Context: an optimization exercise on an open-source flow, tuned for small area. The choices shown serve that exercise and are no tape-out recipe. RTL that was checked went through simulation tests only; none was proved equivalent to the original. Power and IR drop assume default switching activity.

the previous run:
Design pg_top, start of the top module:
module pg_top #(
    parameter int phase_slots = 32
) (
    input  logic       i_EMUCLK,
    input  logic       i_rst,
    input  logic [6:0] i_kc,
    input  logic [5:0] i_kf,
    input  logic [2:0] i_dt1,
    input  logic [3:0] i_mul,
    input  logic       i_phase_rst,
    output logic [9:0] o_phase,
    output logic [4:0] o_eg_shift
);
    logic [fnum_base_w-1:0] fbase;
    logic [5:0]             fhalf;
    logic [4:0]             det_mag;
    logic                   det_neg;
    logic [fnum_base_w-1:0] fnum_s1;
    logic [4:0]             mag_s1;
    logic                   neg_s1;
    logic [3:0]             mul_s1, mul_s2;
    logic                   prst_s1, prst_s2;
    logic [4:0]             shift_s1, shift_s2, shift_s3, shift_s4;
    logic [pdelta_w-1:0]    sum;
    logic [pdelta_w-1:0]    sum_s2;
    logic                   eg_live;
    pg_fnum_path u_fnum_path (
        .i_kc   (i_kc),
        .i_kf   (i_kf),
        .o_base (fbase),
        .o_half (fhalf)
    );
    logic [6:0]             flo;
    logic [6:0]             flo_s1;
    logic [5:0]             fhi_s1;
    assign flo = {1'b0, fbase[5:0]} + {1'b0, fhalf};
    pg_detune_path u_detune_path (
        .i_kc  (i_kc),
        .i_dt1 (i_dt1),
        .o_mag (det_mag),
        .o_neg (det_neg)
    );
    assign fnum_s1 = {fhi_s1 + {5'b0, flo_s1[6]}, flo_s1[5:0]};
    pg_octave_detune u_octave_detune (
        .i_fnum  (fnum_s1),
        .i_block (shift_s1[4:2]),
        .i_mag   (mag_s1),
        .i_neg   (neg_s1),
        .o_sum   (sum)
    );
  ...
Size: roughly 1500 cells after synthesis, ~710 flip-flops, roughly 20000 um^2 of cells after synthesis.
==> module pg_top, before the edit <==
module pg_top #(
    parameter int phase_slots = 32
) (
    input  logic       i_EMUCLK,
    input  logic       i_rst,
    input  logic [6:0] i_kc,
    input  logic [5:0] i_kf,
    input  logic [2:0] i_dt1,
    input  logic [3:0] i_mul,
    input  logic       i_phase_rst,
    output logic [9:0] o_phase,
    output logic [4:0] o_eg_shift
);
    logic [fnum_base_w-1:0] fbase;
    logic [5:0]             fhalf;
    logic [4:0]             det_mag;
    logic                   det_neg;
    logic [fnum_base_w-1:0] fnum_s1;
    logic [4:0]             mag_s1;
    logic                   neg_s1;
    logic [3:0]             mul_s1, mul_s2;
    logic                   prst_s1, prst_s2;
    logic [4:0]             shift_s1, shift_s2, shift_s3, shift_s4;
    logic [pdelta_w-1:0]    sum;
    logic [pdelta_w-1:0]    sum_s2;
    logic                   eg_live;
    pg_fnum_path u_fnum_path (
        .i_kc   (i_kc),
        .i_kf   (i_kf),
        .o_base (fbase),
        .o_half (fhalf)
    );
    logic [6:0]             flo;
    logic [6:0]             flo_s1;
    logic [5:0]             fhi_s1;
    assign flo = {1'b0, fbase[5:0]} + {1'b0, fhalf};
    pg_detune_path u_detune_path (
        .i_kc  (i_kc),
        .i_dt1 (i_dt1),
        .o_mag (det_mag),
        .o_neg (det_neg)
    );
    assign fnum_s1 = {fhi_s1 + {5'b0, flo_s1[6]}, flo_s1[5:0]};
    pg_octave_detune u_octave_detune (
        .i_fnum  (fnum_s1),
        .i_block (shift_s1[4:2]),
        .i_mag   (mag_s1),
        .i_neg   (neg_s1),
        .o_sum   (sum)
    );
    always_ff @(posedge i_EMUCLK) begin
        flo_s1   <= flo;
        fhi_s1   <= fbase[11:6];
        mag_s1   <= det_mag;
        neg_s1   <= det_neg;
        mul_s1   <= i_mul;
        prst_s1  <= i_phase_rst;
        shift_s1 <= i_kc[6:2];
        sum_s2   <= sum;
        mul_s2   <= mul_s1;
        prst_s2  <= prst_s1;
        shift_s2 <= shift_s1;
        shift_s3 <= shift_s2;
        shift_s4 <= shift_s3;
    end
    pg_phase_accum #(
        .phase_slots (phase_slots)
    ) u_phase_accum (
        .i_EMUCLK    (i_EMUCLK),
        .i_rst       (i_rst),
        .i_sum       (sum_s2),
        .i_mul       (mul_s2),
        .i_phase_rst (prst_s2),
        .o_live      (eg_live),
        .o_phase     (o_phase)
    );
    assign o_eg_shift = eg_live ? shift_s4 : '0;
endmodule
Settings: LEC_CHECK=0, CAP_MARGIN=20, CORE_MARGIN=2, CORE_UTILIZATION=70, GPL_TIMING_DRIVEN=0, SLEW_MARGIN=20; clock period 5.0 ns.
standard.sh (not shown) runs the stock make flow with config.mk's settings and CLKGATE_MAP_FILE= SYNTH_SCRIPT=/design/flow/synth_recipe.tcl, a recipe that flattens the netlist after the stock synthesis.
==> flow/flow/run.sh <==
#!/bin/bash
# The standard layout, with a leaner clock tree (no dummy loads, larger
# sink clusters) and the smallest buffer on each port. The tools' own logs
# stay under orfs/logs; make's output goes to standard.log.
set -u
export CTS_ARGS="-sink_clustering_enable -repair_clock_nets -dont_use_dummy_load -sink_clustering_size 20 -sink_clustering_max_diameter 60 -buf_list sky130_fd_sc_hd__clkbuf_8"
export BUFFER_PORTS_ARGS="-buffer_cell sky130_fd_sc_hd__buf_1"
bash standard.sh > standard.log 2>&1
#### Input delta (the current run over the previous run)
diff --git a/flow/design.v b/flow/design.v
--- a/flow/design.v
+++ b/flow/design.v
@@ -827,12 +827,13 @@
     input  logic       i_phase_rst,
     output logic [9:0] o_phase,
     output logic [4:0] o_eg_shift
 );
     logic [fnum_base_w-1:0] fbase;
     logic [5:0]             fhalf;
+    logic [fnum_base_w-1:0] fnum;
     logic [4:0]             det_mag;
     logic                   det_neg;
     logic [fnum_base_w-1:0] fnum_s1;
     logic [4:0]             mag_s1;
     logic                   neg_s1;
     logic [3:0]             mul_s1, mul_s2;
@@ -844,33 +845,28 @@
     pg_fnum_path u_fnum_path (
         .i_kc   (i_kc),
         .i_kf   (i_kf),
         .o_base (fbase),
         .o_half (fhalf)
     );
-    logic [6:0]             flo;
-    logic [6:0]             flo_s1;
-    logic [5:0]             fhi_s1;
-    assign flo = {1'b0, fbase[5:0]} + {1'b0, fhalf};
+    assign fnum = fbase + {6'b0, fhalf};
     pg_detune_path u_detune_path (
         .i_kc  (i_kc),
         .i_dt1 (i_dt1),
         .o_mag (det_mag),
         .o_neg (det_neg)
     );
-    assign fnum_s1 = {fhi_s1 + {5'b0, flo_s1[6]}, flo_s1[5:0]};
     pg_octave_detune u_octave_detune (
         .i_fnum  (fnum_s1),
         .i_block (shift_s1[4:2]),
         .i_mag   (mag_s1),
         .i_neg   (neg_s1),
         .o_sum   (sum)
     );
     always_ff @(posedge i_EMUCLK) begin
-        flo_s1   <= flo;
-        fhi_s1   <= fbase[11:6];
+        fnum_s1  <= fnum;
         mag_s1   <= det_mag;
         neg_s1   <= det_neg;
         mul_s1   <= i_mul;
         prst_s1  <= i_phase_rst;
         shift_s1 <= i_kc[6:2];
         sum_s2   <= sum;
Notes after the runs:
STATUS run=the current run STAGES=ALL_DONE FINAL_CHECKS=FAILED CAUSE=setup timing. Diff the current run and the previous run: multiplexer fraction of the synthesized cell area higher in the current run. The run showing the smaller global-route wire length before repair is the previous run. Compared with the previous run, in the current run max capacitance violation total level; area inside the core boundary moved down. The current run — total power 140 uW lower, the previous run as reference. For the setup fix buffers added after clock tree synthesis, the current run came in 2 higher than the previous run did. Going from the previous run to the current run, the sequential cell fraction of total power was found to have gone up by 0.3 points. In the current run, the final critical-path setup slack came out 0.14 ns below the value in the previous run. For final-layout non-clock buffer area share, the previous run and the current run come out practically identical.
Only the layout flow was run in the current run; the RTL was not checked for function there.

separate check: timing with driven ports:
The results above use ideal ports. As a check the final layouts listed here were re-extracted and re-timed, cells and wires unchanged.
Step 1 assumes that a clkbuf_16 drives the clock port and a buf_2 every other input.
Step 2 moves the port delays by t, midway between the first and last clock arrival at a register: inputs arrive t later, outputs are due t later. That takes back most of the time a late clock gives input paths.
a / b / c = ideal / step 1 / step 2; a / b = the first two.
run	t, ns	slack for setup (ns)	worst setup path after step 2	latest minus earliest clock arrival (ns)
the previous run	0.593	0.125 / 0.125 / -0.393	input to register	0.090 / 0.090
the current run	0.588	-0.012 / -0.014 / -0.602	input to register	0.126 / 0.126
Met with ideal ports but missed after step 2: setup timing in the previous run. The setup slack of the current run, which loses most, moves by -0.002 ns with the drivers and by -0.590 ns with both steps.
